Context: an optimization exercise on an open-source flow, tuned for small area, a short achievable clock period and few clock cycles per item. The choices shown serve that exercise and are no tape-out recipe. Function was checked by simulation only, so behaviour that the tests miss may differ from the original.

Design alu_mc, start of the top module:
module alu_mc
#(
    parameter int unsigned WIDTH  = 32,
    parameter int unsigned DIV_EN = 1
) (
    input  logic             clk,
    input  logic             rst_n,
    input  logic             in_valid,
    output logic             in_ready,
    input  logic [WIDTH-1:0] a,
    input  logic [WIDTH-1:0] b,
    input  logic [risc_constants::FN_W-1:0] fn,
    output logic             out_valid,
    input  logic             out_ready,
    output logic [WIDTH-1:0] result,
    output logic             div_zero,
    output logic             illegal_fn
);
Size: roughly 3000 cells after synthesis, about 230 flip-flops, ~110 I/O pins.
make LEC_CHECK=0 CAP_MARGIN=20 CORE_MARGIN=2 CORE_UTILIZATION=40 SETUP_SLACK_MARGIN=5 SLEW_MARGIN=20 TNS_END_PERCENT=0 finish   # period 9.0 ns
run.sh (not shown) runs the stock make flow with config.mk's settings and CLKGATE_MAP_FILE= SYNTH_SCRIPT=/design/flow/synth_recipe.tcl, a recipe that flattens the netlist after the stock synthesis.
The starting point finished with timing, DRC and antenna clean.
Testbench counts at the start, summed over its fixed seeds: cycles 274,568, ops 160,000.
Rerun with:
--- a/flow/design.v
+++ b/flow/design.v
@@ -291,14 +291,12 @@
             ov_q       <= rv_d || zv_d;
             u_q        <= u_d;
         end
     end
     always_ff @(posedge clk) begin
         if (in_ready_q) begin
-            ia_q    <= a;
-            ib_q    <= {b[31], b};
             sel_add <= (fn == risc_constants::alu_ADD) || (fn == risc_constants::alu_SUB) ||
                        fn_mul || (fn_div && !triv_in);
             sel_log <= ((fn >= risc_constants::alu_AND) && (fn <= risc_constants::alu_A)) ||
                        (fn_div && triv_in);
             case (fn)
                 risc_constants::alu_AND:  lut_q <= 4'b1000;
@@ -325,35 +323,46 @@
             mb_q    <= mb_in;
             triv_q  <= triv_in;
             bz_q    <= bz_in;
             sa_q    <= a[31];
             sd_q    <= b[31];
             negq_q  <= a[31] ^ (b[31] & !fn_rem);
-        end else if (m_mul) begin
-            ia_q    <= {ia_q[23:0], 8'd0};
-            ib_q    <= {{8{ib_q[32]}}, ib_q[32:8]};
-        end else if (m_align) begin
-            ia_q    <= sh_rev;                    
-            ib_q    <= {1'b0, csum[31:0]};        
-        end else if (m_div) begin
-            if (!dlast_q) ia_q <= {sd_q, ia_q[31:1]};
-            ib_q    <= csum;
-        end else if (m_corr) begin
-            ib_q    <= csum;
         end
     end
+    logic ia_ld, ia_mul, ia_al, ia_div, ia_hold;
+    logic ib_ld, ib_mul, ib_sum, ib_hold;
+    assign ia_ld   = in_ready_q;
+    assign ia_mul  = !in_ready_q && m_mul;
+    assign ia_al   = !in_ready_q && m_align;
+    assign ia_div  = !in_ready_q && m_div && !dlast_q;
+    assign ia_hold = !(ia_ld || ia_mul || ia_al || ia_div);
+    assign ib_ld   = in_ready_q;
+    assign ib_mul  = !in_ready_q && m_mul;
+    assign ib_sum  = !in_ready_q && (m_align || m_div || m_corr);
+    assign ib_hold = !(ib_ld || ib_mul || ib_sum);
+    always_ff @(posedge clk) begin
+        ia_q <= ({32{ia_ld}}   & a)
+              | ({32{ia_mul}}  & {ia_q[23:0], 8'd0})
+              | ({32{ia_al}}   & sh_rev)                      
+              | ({32{ia_div}}  & {sd_q, ia_q[31:1]})
+              | ({32{ia_hold}} & ia_q);
+        ib_q <= ({33{ib_ld}}   & {b[31], b})
+              | ({33{ib_mul}}  & {{8{ib_q[32]}}, ib_q[32:8]})
+              | ({33{ib_sum}}  & {csum[32] & !m_align, csum[31:0]})    
+              | ({33{ib_hold}} & ib_q);
+    end
     always_ff @(posedge clk) begin
         mfirst_q <= ustart_go;
         if (ustart_go) begin
             ovl_q <= 1'b0;
         end else if (m_mul) begin
             ovl_q <= ib_q[7];
         end
-        if (m_mul) zc_q <= mc;
-        else if (m_align) zc_q <= 32'd0;
-        else if (m_div) zc_q <= {zc_q[30:0], qbit};
+        zc_q <= ({32{m_mul}} & mc)
+              | ({32{m_div}} & {zc_q[30:0], qbit})
+              | ({32{!(m_mul || m_div || m_align)}} & zc_q);
         if (m_align) begin
             cnt_q   <= n_q;
             dlast_q <= (n_q == 5'd0);
             dsub_q  <= 1'b1;
         end else if (m_div) begin
             cnt_q   <= cnt_q - 5'd1;
@@ -365,18 +374,18 @@
         if (push_r) begin
             r_q   <= push_d;
             rdz_q <= push_dz;
             ril_q <= push_il;
         end
         if (push_z) begin
-            z_q   <= push_d;
             zdz_q <= push_dz;
             zil_q <= push_il;
-        end else if (m_mul) begin
-            z_q <= ms;
         end
+        z_q <= ({32{push_z}} & push_d)
+             | ({32{m_mul && !push_z}} & ms)
+             | ({32{!(push_z || m_mul)}} & z_q);
     end
     assign in_ready   = in_ready_q;
     assign out_valid  = ov_q;
     assign result     = hd_q ? z_q : r_q;
     assign div_zero   = hd_q ? zdz_q : rdz_q;
     assign illegal_fn = hd_q ? zil_q : ril_q;
=> Setup slack gains 250 ps; cell count climbs by about 6%; first-iteration DRC count climbs by 24%; global-route usage climbs by 2.1 points; count of clock-buffer cells in the layout climbs by 5; hold slack is about the same; critical path depth drops by 8; routed wire length climbs by about 6.5%; area after synthesis hardly moves; fmax climbs by 5.9%; synthesized cell count climbs by 9.0%; via count climbs by about 9%.
Testbench counts after the change, summed over its fixed seeds: cycles 274,568, ops 160,000.

lane 4:
alu_mc, a different RTL version from the one above (not shown whole).
Size in the first run: ~2900 cells after synthesis, ~230 flip-flops, ~110 I/O pins, roughly 25000 um2 of cells after synthesis.
clock: 9.0 ns
lec_check: 0
cap_margin: 20
core_margin: 2
core_utilization: 40
setup_slack_margin: 5
slew_margin: 20
tns_end_percent: 0
Lane 4 completed every stage of the flow, and the final layout passed the timing, DRC and antenna checks.
Testbench counts of lane 4, summed over its fixed seeds: cycles 278,331, ops 160,000.
[inputs] lane 3 vs lane 4
diff --git a/flow/design.v b/flow/design.v
--- a/flow/design.v
+++ b/flow/design.v
@@ -111,22 +111,25 @@
         for (int i = 30; i >= 0; i--) therm[i] = therm[i+1] | v[i];
     endfunction
     function automatic logic [4:0] tenc(input logic [31:0] t);
         logic [32:0] tt;
         tt = {1'b0, t};
         for (int k = 0; k < 5; k++) begin
             tenc[k] = 1'b0;
             for (int j = 0; (1 << k) * (2 * j + 1) < 32; j++)
                 tenc[k] = tenc[k] | (tt[(1 << k) * (2 * j + 1)] & !tt[(1 << (k + 1)) * (j + 1)]);
         end
     endfunction
+    function automatic logic negpow2(input logic [31:0] v);
+        negpow2 = v[31] && ((~v[31:1] & v[30:0]) == 31'd0);
+    endfunction
     logic m_mul, m_mfin, m_align, m_div, m_corr, m_fin;
     assign m_mul   = u_q[U_MUL];
     assign m_mfin  = u_q[U_MFIN];
     assign m_align = u_q[U_ALIGN];
     assign m_div   = u_q[U_DIV];
     assign m_corr  = u_q[U_CORR];
     assign m_fin   = u_q[U_FIN];
     logic [32:0] csum;
     logic        ltu, lts, eq;
     logic [31:0] lg;
     logic [31:0] sh_in, sh_out, sh_rev;
@@ -167,26 +170,25 @@
         .zs (z_q & {32{!mfirst_q}}),
         .zc (zc_q & {32{!mfirst_q}}),
         .s  (ms),
         .c  (mc)
     );
     logic        selA_ia, selA_ib, selA_z, selA_zc, invA, alu_m, selB_D, selB_zc, eff_sub, ucin;
     logic [32:0] opA, opB;
     logic        qbit;
     assign opA  = (({33{selA_ia}} & {1'b0, ia_q}) | ({33{selA_ib}} & ib_q) | ({33{selA_z}} & {1'b0, z_q}) |
                    ({33{selA_zc}} & {1'b0, zc_q}))
                 ^ {33{invA}};
-    assign opB  = (({33{alu_m}}  & {1'b0, ib_q[31:0]})
-                |  ({33{selB_D}} & {sd_q, ia_q})
-                |  ({33{selB_zc}} & {1'b0, zc_q}))
-                ^ {!alu_m && eff_sub, {32{eff_sub}}};
+    assign opB  = ({33{alu_m}}  & {1'b0, ib_q[31:0] ^ {32{sub_q}}})
+                | ({33{selB_D}} & ({sd_q, ia_q} ^ {33{eff_sub}}))
+                | ({33{selB_zc}} & {1'b0, zc_q});
     assign csum = opA + opB + {32'd0, ucin};
     assign qbit = !csum[32];
     logic        u_push, move, push, i_free;
     logic [31:0] push_d;
     logic        push_dz, push_il;
     assign u_push  = m_mfin || (m_align && triv_q) || m_fin;
     assign move    = iv_q && !long_q && (!(rv_q && zv_q) || out_ready);
     assign push    = move || u_push;
     assign push_d  = e;
     assign push_dz = m_align && bz_q;
     assign push_il = sel_il;
@@ -200,23 +202,24 @@
         push_z = push && rv_p;
         rv_d   = rv_p || push_r;
         zv_d   = zv_p || push_z;
         hd_d   = (rv_d && zv_d) ? (push ? push_r : hd_q) : zv_d;
     end
     logic [31:0] t_a, t_b;
     logic [4:0]  ma_in, mb_in;
     logic        triv_in, bz_in;
     always_comb begin
         t_a = therm(a ^ {32{a[31]}});
         t_b = therm(b ^ {32{b[31]}});
-        if (a[31]) t_a = {t_a[30:0], 1'b1};
+        if (negpow2(a)) t_a = {t_a[30:0], 1'b1};
+        if (negpow2(b)) t_b = {t_b[30:0], 1'b1};
     end
     assign ma_in   = tenc(t_a);
     assign mb_in   = tenc(t_b);
     assign bz_in   = (b == 32'd0);
     assign triv_in = bz_in || ((t_b & ~t_a) != 32'd0);
     logic        fn_mul, fn_rem, fn_div, fn_long;
     logic        ustart, ustart_go;
     logic [7:0]  u_d;
     logic        mul_more;
     assign fn_mul  = (fn == risc_constants::alu_MUL);
     assign fn_rem  = (fn == risc_constants::alu_REM);
@@ -257,24 +260,23 @@
     assign uadd_d = u_d[U_DIV] || u_d[U_CORR] || u_d[U_MFIN] || u_d[U_FIN];
     assign eff_d  = (u_d[U_DIV] ? dsub_d : 1'b0) ^ sd_n;
     always_ff @(posedge clk) begin
         selA_ia <= !uadd_d;
         selA_ib <= u_d[U_DIV] || u_d[U_CORR] || (u_d[U_FIN] && rem_n);
         selA_z  <= u_d[U_MFIN];
         selA_zc <= u_d[U_FIN] && !rem_n;
         invA    <= (u_d[U_ALIGN] && sa_n) || (u_d[U_FIN] && negq_q);
         alu_m   <= !uadd_d && !u_d[U_ALIGN];
         selB_D  <= u_d[U_DIV] || (u_d[U_CORR] && csum[32]);
         selB_zc <= u_d[U_MFIN];
-        eff_sub <= (!uadd_d && !u_d[U_ALIGN]) ? sub_n :
-                   (u_d[U_DIV] || (u_d[U_CORR] && csum[32])) ? eff_d : 1'b0;
+        eff_sub <= eff_d;
         ucin    <= (!uadd_d && !u_d[U_ALIGN] && sub_n) ||
                    (u_d[U_DIV] && eff_d) || (u_d[U_CORR] && csum[32] && sd_n) ||
                    (u_d[U_ALIGN] && sa_n) || (u_d[U_FIN] && negq_q);
     end
     logic fin_next;
     assign fin_next = u_d[U_MFIN] || u_d[U_FIN] || (u_d[U_ALIGN] && triv_n);
     always_ff @(posedge clk or negedge rst_n) begin
         if (!rst_n) begin
             iv_q       <= 1'b0;
             in_ready_q <= 1'b1;
             rv_q       <= 1'b0;
==> comparison <==
When the final numbers for lane 4 and lane 3 were put side by side, the post-placement cell count turned out to be greater in lane 3. Diff lane 4 and lane 3: minimum period implied by the final worst setup slack higher in lane 3. Compared with lane 4, in lane 3 sequential share of layout area went down 1.2 points, half-perimeter wire length after detailed placement now sits higher, smallest setup slack after layout decreased by 57 ps relative to the old numbers, fraction of met2 tracks used by global routing moved up.
Testbench counts of lane 3, summed over its fixed seeds: cycles 274,568, ops 160,000.

[re-timing with driven ports]
How much do the figures lean on ideal ports? The routed layouts below were timed once more, with nothing changed but the port constraints.
Step 1 sets driving cells, clkbuf_16 on the clock port and buf_2 on the other inputs (assumed; they add their load-dependent delay and slew).
Step 2 also shifts input and output timing later by t, the mid clock arrival at the registers, as if the neighbouring blocks saw the same clock.
Slacks: ideal ports / drivers / drivers and shift; pairs: ideal ports / drivers.
run	shift t [ns]	setup slack, ns	hold WS [ns]	latest minus earliest clock arrival (ns)	slew at the worst register clock pin (ns)
the first run of note 1	0.661	4.488 / 4.488 / 3.918	0.488 / 0.488 / 0.488	0.032 / 0.033	0.07 / 0.07
the second run of note 1	0.680	4.738 / 4.738 / 4.145	0.490 / 0.490 / 0.490	0.044 / 0.044	0.06 / 0.06
lane 4	0.682	4.825 / 4.825 / 4.314	0.497 / 0.497 / 0.497	0.021 / 0.021	0.07 / 0.07
lane 3	0.688	4.767 / 4.776 / 4.126	0.460 / 0.460 / 0.460	0.025 / 0.024	0.07 / 0.07
After both steps every run listed still meets setup and hold. The setup slack of lane 3, which loses most, moves by +0.009 ns with the drivers and by -0.641 ns with both steps.
